What follows belongs to an exercise in optimizing a design on an open flow for small area, a short achievable clock period and few clock cycles; a production flow would make more cautious choices.
Power is estimated from default activity; no workload was simulated.

==> inputs of juniper <==
==> flow/design.v <==
`default_nettype none
package cpu_pkg;
    typedef logic [15:0] word_t;
endpackage
`default_nettype wire
`timescale 1ns/1ns
`default_nettype none
module cpu (
    input wire cpu_clock,
    input wire reset,
    output cpu_pkg::word_t mem_address,
    output logic mem_read,
    output logic mem_write,
    output cpu_pkg::word_t mem_write_data,
    input wire cpu_pkg::word_t mem_read_data
);
    localparam int ST_A = 0;
    localparam int ST_B = 1;
    localparam int ST_C = 2;
    localparam int ST_D = 3;
    localparam int ST_E = 4;
    localparam int ST_W = 5;
    localparam int ST_F = 6;     
    logic [6:0] st;
    logic [6:0] st_next;
    cpu_pkg::word_t pc;
    cpu_pkg::word_t pc_inc;
    assign pc_inc = pc + 16'd2;
    cpu_pkg::word_t flags;
    cpu_pkg::word_t r1, r2, r3, r4, r5, r6;
    cpu_pkg::word_t dq;
    cpu_pkg::word_t opnd;
    logic [3:0] src;
    logic [3:0] dst;
    logic [2:0] opr;         
    logic taken;
    logic copy_op;
    logic src_mem;
    logic dst_mem;
    logic dst_rd;
    logic need_src;
    logic store_now;
    logic jump;
    assign copy_op = (opr == 3'd0);
    assign src_mem = src[3] & (src[2:0] != 3'd0);
    assign dst_mem = dst[3] & (dst[2:0] != 3'd0);
    assign dst_rd = dst_mem & ~copy_op;
    assign need_src = src_mem & (~copy_op | (taken & (dst != 4'd7)));
    assign store_now = copy_op & dst_mem & taken;
    assign jump = taken & (dst == 4'd0);
    logic jump_fast;      
    function automatic logic effect_holds(input logic [2:0] e, input cpu_pkg::word_t f);
        logic t;
        case (e)
            3'd0: t = 1'b1;
            3'd1: t = f[0];
            3'd2: t = ~f[0];
            3'd3: t = f[2];
            3'd4: t = ~f[2];
            3'd5: t = f[1];
            3'd6: t = f[3];
            default: t = 1'b0;
        endcase
        effect_holds = t;
    endfunction
    cpu_pkg::word_t w0;
    logic w0_hit;
    assign w0_hit = st[ST_W] & (dq[15:1] == pc[15:1]);
    assign w0 = w0_hit ? opnd : mem_read_data;
    logic b_taken;
    logic b_jump_fast;
    assign b_taken = effect_holds(w0[6:4], flags);
    assign b_jump_fast = b_taken & (w0[15:8] == 8'h70) & (w0[3:1] == 3'd0);
    function automatic logic [7:0] port_decode(input logic [3:0] code);
        logic [7:0] sel;
        sel = '0;
        case (code)
            4'd0: sel[0] = 1'b1;
            4'd1, 4'd9: sel[1] = 1'b1;
            4'd2, 4'd10: sel[2] = 1'b1;
            4'd3, 4'd11: sel[3] = 1'b1;
            4'd4, 4'd12: sel[4] = 1'b1;
            4'd5, 4'd13: sel[5] = 1'b1;
            4'd6, 4'd14: sel[6] = 1'b1;
            4'd8: sel[7] = 1'b1;
            default: ;
        endcase
        port_decode = sel;
    endfunction
    function automatic cpu_pkg::word_t port_read(input logic [7:0] sel, input cpu_pkg::word_t pcv,
                                                 input cpu_pkg::word_t a1, input cpu_pkg::word_t a2,
                                                 input cpu_pkg::word_t a3, input cpu_pkg::word_t a4,
                                                 input cpu_pkg::word_t a5, input cpu_pkg::word_t a6,
                                                 input cpu_pkg::word_t f);
        port_read = ({16{sel[0]}} & pcv)
                  | ({16{sel[1]}} & a1)
                  | ({16{sel[2]}} & a2)
                  | ({16{sel[3]}} & a3)
                  | ({16{sel[4]}} & a4)
                  | ({16{sel[5]}} & a5)
                  | ({16{sel[6]}} & a6)
                  | ({16{sel[7]}} & f);
    endfunction
    cpu_pkg::word_t sq;
    cpu_pkg::word_t port_s;
    cpu_pkg::word_t port_d;
    cpu_pkg::word_t pc_4;
    assign pc_4 = {pc[15:2] + 14'd1, pc[1:0]};
    assign port_s = port_read(port_decode(b_jump_fast ? (w0[0] ? 4'd0 : 4'd15) : w0[15:12]),
                              pc_4, r1, r2, r3, r4, r5, r6, flags);
    assign port_d = port_read(port_decode(w0[11:8]) & 8'hfe, pc_4, r1, r2, r3, r4, r5, r6, flags);
    logic dst_imm;
    cpu_pkg::word_t s_val;
    cpu_pkg::word_t d_val;
    cpu_pkg::word_t src_addr;
    cpu_pkg::word_t dst_addr;
    assign dst_imm = (dst[2:0] == 3'd7) & st[ST_C];
    logic [16:0] src_sum;
    assign src_sum = {1'b0, sq} + {1'b0, mem_read_data};
    assign src_addr = src_sum[15:0];
    assign dst_addr = dst_imm ? mem_read_data : dq;
    assign s_val = (st[ST_E] | st[ST_W]) ? opnd : ((src[2:0] == 3'd7) | src_mem ? mem_read_data : sq);
    assign d_val = (dst_mem | dst_imm) ? mem_read_data : ((dst == 4'd0) ? pc_inc : dq);
    function automatic cpu_pkg::word_t rev(input cpu_pkg::word_t x);
        for (int i = 0; i < 16; i++) begin
            rev[i] = x[15 - i];
        end
    endfunction
    cpu_pkg::word_t res;
    logic [16:0] sum;
    cpu_pkg::word_t sh;
    logic is_sub;
    logic alu_c;
    logic alu_v;
    assign is_sub = (opr == 3'd2);
    cpu_pkg::word_t s_inv;
    assign s_inv = s_val ^ {16{is_sub}};
    assign sum = {1'b0, d_val} + {1'b0, s_inv} + {16'd0, is_sub};
    logic sum_zero;
    assign sum_zero = ((d_val ^ s_inv) == {d_val[14:0] | s_inv[14:0], is_sub});
    assign sh = (opr[0] ? rev(d_val) : d_val) << s_val[3:0];
    logic sel_s, sel_sum, sel_and, sel_xor, sel_shl, sel_shr;
    assign sel_s = (opr == 3'd0);
    assign sel_sum = (opr == 3'd1) | (opr == 3'd2);
    assign sel_and = (opr == 3'd3) | (opr == 3'd4);
    assign sel_xor = (opr == 3'd4) | (opr == 3'd5);
    assign sel_shl = (opr == 3'd6);
    assign sel_shr = (opr == 3'd7);
    cpu_pkg::word_t res_other;
    assign res_other = ({16{sel_s}} & s_val)
               | ({16{sel_and}} & (d_val & s_val))
               | ({16{sel_xor}} & (d_val ^ s_val))
               | ({16{sel_shl}} & sh)
               | ({16{sel_shr}} & rev(sh));
    assign res = res_other | ({16{sel_sum}} & sum[15:0]);
    logic res_zero;
    assign res_zero = sel_sum ? sum_zero : (res_other == 16'd0);
    assign alu_c = sel_sum & (sum[16] ^ is_sub);
    assign alu_v = sel_sum & (d_val[15] == s_inv[15]) & (sum[15] != d_val[15]);
    logic fetch;        
    logic fetch_jump;   
    logic finish;       
    logic use_src_addr;
    always_comb begin
        st_next = '0;
        fetch = 1'b0;
        fetch_jump = 1'b0;
        finish = 1'b0;
        use_src_addr = 1'b0;
        mem_read = 1'b0;
        mem_write = 1'b0;
        if (st[ST_A]) begin
            fetch = 1'b1;
            st_next[ST_B] = 1'b1;
        end
        if (st[ST_B]) begin
            fetch = 1'b1;
            st_next[ST_C] = 1'b1;
        end
        if (st[ST_C]) begin
            if (need_src) begin
                mem_read = 1'b1;
                use_src_addr = 1'b1;
                st_next[ST_D] = 1'b1;
            end else if (dst_rd) begin
                mem_read = 1'b1;
                st_next[ST_E] = 1'b1;
            end else if (store_now) begin
                mem_write = 1'b1;
                st_next[ST_A] = 1'b1;
            end else begin
                finish = 1'b1;
            end
        end
        if (st[ST_D]) begin
            if (dst_rd) begin
                mem_read = 1'b1;
                st_next[ST_E] = 1'b1;
            end else if (store_now) begin
                mem_write = 1'b1;
                st_next[ST_A] = 1'b1;
            end else begin
                finish = 1'b1;
            end
        end
        if (st[ST_E]) begin
            finish = 1'b1;
        end
        if (st[ST_W]) begin
            mem_write = 1'b1;
            st_next[ST_F] = 1'b1;
        end
        if (st[ST_F]) begin
            fetch = 1'b1;
            st_next[ST_C] = 1'b1;
        end
        if (finish) begin
            if (st[ST_E] & taken) begin
                fetch = 1'b1;
                st_next[ST_W] = 1'b1;
            end else if (jump_fast & st[ST_C]) begin
                fetch_jump = 1'b1;
                mem_read = 1'b1;
                st_next[ST_B] = 1'b1;
            end else if (jump) begin
                st_next[ST_A] = 1'b1;
            end else begin
                fetch = 1'b1;
                st_next[ST_B] = 1'b1;
            end
        end
        if (fetch) begin
            mem_read = 1'b1;
        end
    end
    always_comb begin
        if (st[ST_A]) begin
            mem_address = pc;
        end else if (fetch) begin
            mem_address = pc_inc;
        end else if (use_src_addr | fetch_jump) begin
            mem_address = src_addr;
        end else begin
            mem_address = dst_addr;
        end
    end
    assign mem_write_data = s_val;
    always_ff @(posedge cpu_clock) begin
        if (reset) begin
            st <= 7'b0000001;
        end else begin
            st <= st_next;
        end
    end
    always_ff @(posedge cpu_clock) begin
        if (st[ST_B] | st[ST_W]) begin
            src <= w0[15:12];
            dst <= w0[11:8];
            opr <= w0[3] ? 3'd0 : w0[2:0];
            taken <= b_taken;
            jump_fast <= b_jump_fast;
            sq <= port_s;
        end
        if (st[ST_B] | st[ST_W] | dst_imm) begin
            dq <= st[ST_C] ? mem_read_data : port_d;
        end
        if (st[ST_C] | st[ST_D] | st[ST_E]) begin
            opnd <= st[ST_E] ? res : s_val;
        end
    end
    cpu_pkg::word_t wd;
    logic [6:1] we;
    assign wd = reset ? 16'd0 : res;
    always_comb begin
        we = '0;
        if (finish & taken) begin
            case (dst)
                4'd1: we[1] = 1'b1;
                4'd2: we[2] = 1'b1;
                4'd3: we[3] = 1'b1;
                4'd4: we[4] = 1'b1;
                4'd5: we[5] = 1'b1;
                4'd6: we[6] = 1'b1;
                default: ;
            endcase
        end
        if (reset) begin
            we = '1;
        end
    end
    always_ff @(posedge cpu_clock) begin
        if (we[1]) r1 <= wd;
        if (we[2]) r2 <= wd;
        if (we[3]) r3 <= wd;
        if (we[4]) r4 <= wd;
        if (we[5]) r5 <= wd;
        if (we[6]) r6 <= wd;
    end
    always_ff @(posedge cpu_clock) begin
        if (reset) begin
            pc <= '0;
            flags <= '0;
        end else begin
            if ((fetch & ~st[ST_A]) | (mem_write & ~st[ST_W])) begin
                pc <= pc_inc;
            end
            if (fetch_jump) begin
                pc <= src_addr;
            end
            if (finish) begin
                if (taken) begin
                    if (dst == 4'd0 && !jump_fast) begin
                        pc <= res;
                    end
                    if (dst == 4'd8 && copy_op) begin
                        flags <= res;
                    end
                end
                if (!copy_op) begin
                    flags[3:0] <= {alu_v, alu_c, res[15], res_zero};
                end
            end
        end
    end
endmodule
`default_nettype wire
==> flow/run.sh <==
#!/bin/bash
# synth_recipe.tcl (not shown) runs the flow's synth.tcl, then flattens the netlist and writes it again
# the make line also repeats each setting of config.mk as NAME=value (left out here)
make -C /OpenROAD-flow-scripts/flow DESIGN_CONFIG=/design/flow/config.mk WORK_HOME=/design/flow/orfs CLKGATE_MAP_FILE= SYNTH_SCRIPT=/design/flow/synth_recipe.tcl finish
==> flow/config.mk <==
export PLATFORM = sky130hd
export DESIGN_NAME = cpu
export DESIGN_NICKNAME = cpu
export VERILOG_FILES = /design/flow/design.v
export SDC_FILE = /design/flow/constraint.sdc
export NUM_CORES = 4
export LEC_CHECK = 0
export CAP_MARGIN = 20
export CORE_MARGIN = 2
export CORE_UTILIZATION = 40
export SLEW_MARGIN = 20
==> flow/constraint.sdc <==
create_clock -name core_clock -period 6.5 [get_ports {cpu_clock}]
set_input_delay 1.3000 -clock core_clock [delete_from_list [all_inputs] [get_ports {cpu_clock}]]
set_output_delay 1.3000 -clock core_clock [all_outputs]
set_load 0.01 [all_outputs]
==> violet: changes against juniper <==
--- a/flow/design.v
+++ b/flow/design.v
@@ -22,6 +22,7 @@
     localparam int ST_W = 5;
     localparam int ST_F = 6;     
-    logic [6:0] st;
-    logic [6:0] st_next;
+    localparam int ST_G = 7;     
+    logic [7:0] st;
+    logic [7:0] st_next;
     cpu_pkg::word_t pc;
     cpu_pkg::word_t pc_inc;
@@ -30,5 +31,4 @@
     cpu_pkg::word_t r1, r2, r3, r4, r5, r6;
     cpu_pkg::word_t dq;
-    cpu_pkg::word_t opnd;
     logic [3:0] src;
     logic [3:0] dst;
@@ -42,6 +42,10 @@
     logic store_now;
     logic jump;
+    logic q_s_mem, q_dst_mem, q_dst_is7, q_dst_is0, q_is_sub;
+    logic [5:0] q_sel;
     assign copy_op = (opr == 3'd0);
     assign src_mem = src[3] & (src[2:0] != 3'd0);
+    logic src_idx;       
+    assign src_idx = src[3] & (src[2:0] != 3'd0) & (src[2:0] != 3'd7);
     assign dst_mem = dst[3] & (dst[2:0] != 3'd0);
     assign dst_rd = dst_mem & ~copy_op;
@@ -67,9 +71,9 @@
     logic w0_hit;
     assign w0_hit = st[ST_W] & (dq[15:1] == pc[15:1]);
-    assign w0 = w0_hit ? opnd : mem_read_data;
+    assign w0 = w0_hit ? sq : mem_read_data;
     logic b_taken;
     logic b_jump_fast;
     assign b_taken = effect_holds(w0[6:4], flags);
-    assign b_jump_fast = b_taken & (w0[15:8] == 8'h70) & (w0[3:1] == 3'd0);
+    assign b_jump_fast = b_taken & (w0[15:8] == 8'h70) & (w0[3:0] == 4'd0);
     function automatic logic [7:0] port_decode(input logic [3:0] code);
         logic [7:0] sel;
@@ -107,6 +111,5 @@
     cpu_pkg::word_t pc_4;
     assign pc_4 = {pc[15:2] + 14'd1, pc[1:0]};
-    assign port_s = port_read(port_decode(b_jump_fast ? (w0[0] ? 4'd0 : 4'd15) : w0[15:12]),
-                              pc_4, r1, r2, r3, r4, r5, r6, flags);
+    assign port_s = port_read(port_decode(w0[15:12]), pc_4, r1, r2, r3, r4, r5, r6, flags);
     assign port_d = port_read(port_decode(w0[11:8]) & 8'hfe, pc_4, r1, r2, r3, r4, r5, r6, flags);
     logic dst_imm;
@@ -120,6 +123,12 @@
     assign src_addr = src_sum[15:0];
     assign dst_addr = dst_imm ? mem_read_data : dq;
-    assign s_val = (st[ST_E] | st[ST_W]) ? opnd : ((src[2:0] == 3'd7) | src_mem ? mem_read_data : sq);
-    assign d_val = (dst_mem | dst_imm) ? mem_read_data : ((dst == 4'd0) ? pc_inc : dq);
+    logic s_mem, s_sq, d_mem, d_pc, d_dq;
+    assign s_mem = ~(st[ST_E] | st[ST_W]) & q_s_mem;
+    assign s_sq = ~s_mem;
+    assign d_mem = q_dst_mem | (q_dst_is7 & st[ST_C]);
+    assign d_pc = q_dst_is0;
+    assign d_dq = ~d_mem & ~q_dst_is0;
+    assign s_val = ({16{s_mem}} & mem_read_data) | ({16{s_sq}} & sq);
+    assign d_val = ({16{d_mem}} & mem_read_data) | ({16{d_pc}} & pc_inc) | ({16{d_dq}} & dq);
     function automatic cpu_pkg::word_t rev(input cpu_pkg::word_t x);
         for (int i = 0; i < 16; i++) begin
@@ -133,5 +142,5 @@
     logic alu_c;
     logic alu_v;
-    assign is_sub = (opr == 3'd2);
+    assign is_sub = q_is_sub;
     cpu_pkg::word_t s_inv;
     assign s_inv = s_val ^ {16{is_sub}};
@@ -141,10 +150,10 @@
     assign sh = (opr[0] ? rev(d_val) : d_val) << s_val[3:0];
     logic sel_s, sel_sum, sel_and, sel_xor, sel_shl, sel_shr;
-    assign sel_s = (opr == 3'd0);
-    assign sel_sum = (opr == 3'd1) | (opr == 3'd2);
-    assign sel_and = (opr == 3'd3) | (opr == 3'd4);
-    assign sel_xor = (opr == 3'd4) | (opr == 3'd5);
-    assign sel_shl = (opr == 3'd6);
-    assign sel_shr = (opr == 3'd7);
+    assign sel_s = q_sel[0] & ~reset;
+    assign sel_sum = q_sel[1] & ~reset;
+    assign sel_and = q_sel[2] & ~reset;
+    assign sel_xor = q_sel[3] & ~reset;
+    assign sel_shl = q_sel[4] & ~reset;
+    assign sel_shr = q_sel[5] & ~reset;
     cpu_pkg::word_t res_other;
     assign res_other = ({16{sel_s}} & s_val)
@@ -161,5 +170,5 @@
     logic fetch_jump;   
     logic finish;       
-    logic use_src_addr;
+    logic use_imm;      
     always_comb begin
         st_next = '0;
@@ -167,5 +176,5 @@
         fetch_jump = 1'b0;
         finish = 1'b0;
-        use_src_addr = 1'b0;
+        use_imm = 1'b0;
         mem_read = 1'b0;
         mem_write = 1'b0;
@@ -179,7 +188,9 @@
         end
         if (st[ST_C]) begin
-            if (need_src) begin
+            if (need_src & src_idx) begin
+                st_next[ST_G] = 1'b1;
+            end else if (need_src) begin
                 mem_read = 1'b1;
-                use_src_addr = 1'b1;
+                use_imm = 1'b1;
                 st_next[ST_D] = 1'b1;
             end else if (dst_rd) begin
@@ -193,4 +204,8 @@
             end
         end
+        if (st[ST_G]) begin
+            mem_read = 1'b1;
+            st_next[ST_D] = 1'b1;
+        end
         if (st[ST_D]) begin
             if (dst_rd) begin
@@ -221,4 +236,5 @@
             end else if (jump_fast & st[ST_C]) begin
                 fetch_jump = 1'b1;
+                use_imm = 1'b1;
                 mem_read = 1'b1;
                 st_next[ST_B] = 1'b1;
@@ -239,6 +255,8 @@
         end else if (fetch) begin
             mem_address = pc_inc;
-        end else if (use_src_addr | fetch_jump) begin
-            mem_address = src_addr;
+        end else if (st[ST_G]) begin
+            mem_address = sq;
+        end else if (use_imm) begin
+            mem_address = mem_read_data;
         end else begin
             mem_address = dst_addr;
@@ -248,5 +266,5 @@
     always_ff @(posedge cpu_clock) begin
         if (reset) begin
-            st <= 7'b0000001;
+            st <= 8'b00000001;
         end else begin
             st <= st_next;
@@ -258,18 +276,32 @@
             dst <= w0[11:8];
             opr <= w0[3] ? 3'd0 : w0[2:0];
+            q_s_mem <= (w0[15:12] >= 4'd9) | (w0[15:12] == 4'd7);
+            q_dst_mem <= (w0[11:8] >= 4'd9);
+            q_dst_is7 <= (w0[11:8] == 4'd7);
+            q_dst_is0 <= (w0[11:8] == 4'd0);
+            q_is_sub <= (w0[3:0] == 4'd2);
+            q_sel[0] <= w0[3] | (w0[2:0] == 3'd0);
+            q_sel[1] <= ~w0[3] & ((w0[2:0] == 3'd1) | (w0[2:0] == 3'd2));
+            q_sel[2] <= ~w0[3] & ((w0[2:0] == 3'd3) | (w0[2:0] == 3'd4));
+            q_sel[3] <= ~w0[3] & ((w0[2:0] == 3'd4) | (w0[2:0] == 3'd5));
+            q_sel[4] <= ~w0[3] & (w0[2:0] == 3'd6);
+            q_sel[5] <= ~w0[3] & (w0[2:0] == 3'd7);
             taken <= b_taken;
             jump_fast <= b_jump_fast;
+        end
+        if (st[ST_B] | st[ST_W]) begin
             sq <= port_s;
+        end else if (st[ST_C] & need_src & src_idx) begin
+            sq <= src_addr;
+        end else if (st[ST_C] | st[ST_D] | st[ST_E]) begin
+            sq <= st[ST_E] ? res : s_val;
         end
         if (st[ST_B] | st[ST_W] | dst_imm) begin
             dq <= st[ST_C] ? mem_read_data : port_d;
         end
-        if (st[ST_C] | st[ST_D] | st[ST_E]) begin
-            opnd <= st[ST_E] ? res : s_val;
-        end
     end
     cpu_pkg::word_t wd;
     logic [6:1] we;
-    assign wd = reset ? 16'd0 : res;
+    assign wd = res;
     always_comb begin
         we = '0;
@@ -306,5 +338,5 @@
             end
             if (fetch_jump) begin
-                pc <= src_addr;
+                pc <= mem_read_data;
             end
             if (finish) begin
- CORE_UTILIZATION: 40 -> 65
- PLACE_DENSITY: unset -> 0.75
- SETUP_SLACK_MARGIN: unset -> 1.0
==> summary.txt <==
status=complete, no violations; drt total wl=64.9 mm; multiplexer share of the synthesized area=6.48%; fraction of area in multi-input gates=53.6%; Post-synth top cells=209 x nand2_1, 168 x a21oi_1, 155 x nor2_1; area occupied by multi-input gates=9180 µm²; post-synthesis compound-gate area fraction=24.2%; Layout fillers=1657
[end of results for violet]
==> summary.txt <==
CP max-delay cell=nor2_1; Least-Margin Pin Slew=1.11 ns; status=complete, no violations; Synth Cell Area=15900 µm²; post-synthesis compound-gate area fraction=23.6%; area occupied by multi-input gates=9680 µm²; drt total wl=71.0 mm; Critical Path End Type=primary output; Reg-to-Reg Start=dst[0]$_DFFE_PP_; CTS tree=done; fraction of area in multi-input gates=54.1%; Post-synth top cells=231 x nand2_1, 175 x nor2_1, 164 x a21oi_1; Switch Pwr=1.71 mW; multiplexer share of the synthesized area=7.36%; top cell category=multi-input gates
[end of results for juniper]
No run of this note included a check of the RTL's function; only the layout flow was run.

-- static timing again, ports no longer ideal --
In the flow no input, the clock included, has a driving cell. The finished layouts below were timed again as built, in two steps. Step 1, drivers: a clkbuf_16 drives cpu_clock and a buf_2 each remaining input, both assumed. Step 2 adds t to the input delays and takes it off the output delays; t is the mean of the earliest and latest rising clock arrival at the registers after step 1. Input paths then give back, and output paths get back, about the clock's delay inside the block. Three values: ideal ports, drivers, drivers and shift; two values: the first two.
run	t (ns)	setup slack, ns	hold slack, ns
juniper	0.506	0.202 / 0.146 / 0.175	0.518 / 0.518 / 0.518
violet	0.494	0.971 / 0.971 / 0.583	0.477 / 0.477 / 0.477
After both steps setup and hold are still met in every run listed. For violet, which loses most, drivers alone change the setup slack by 0.000 ns; drivers and shift together by -0.388 ns.
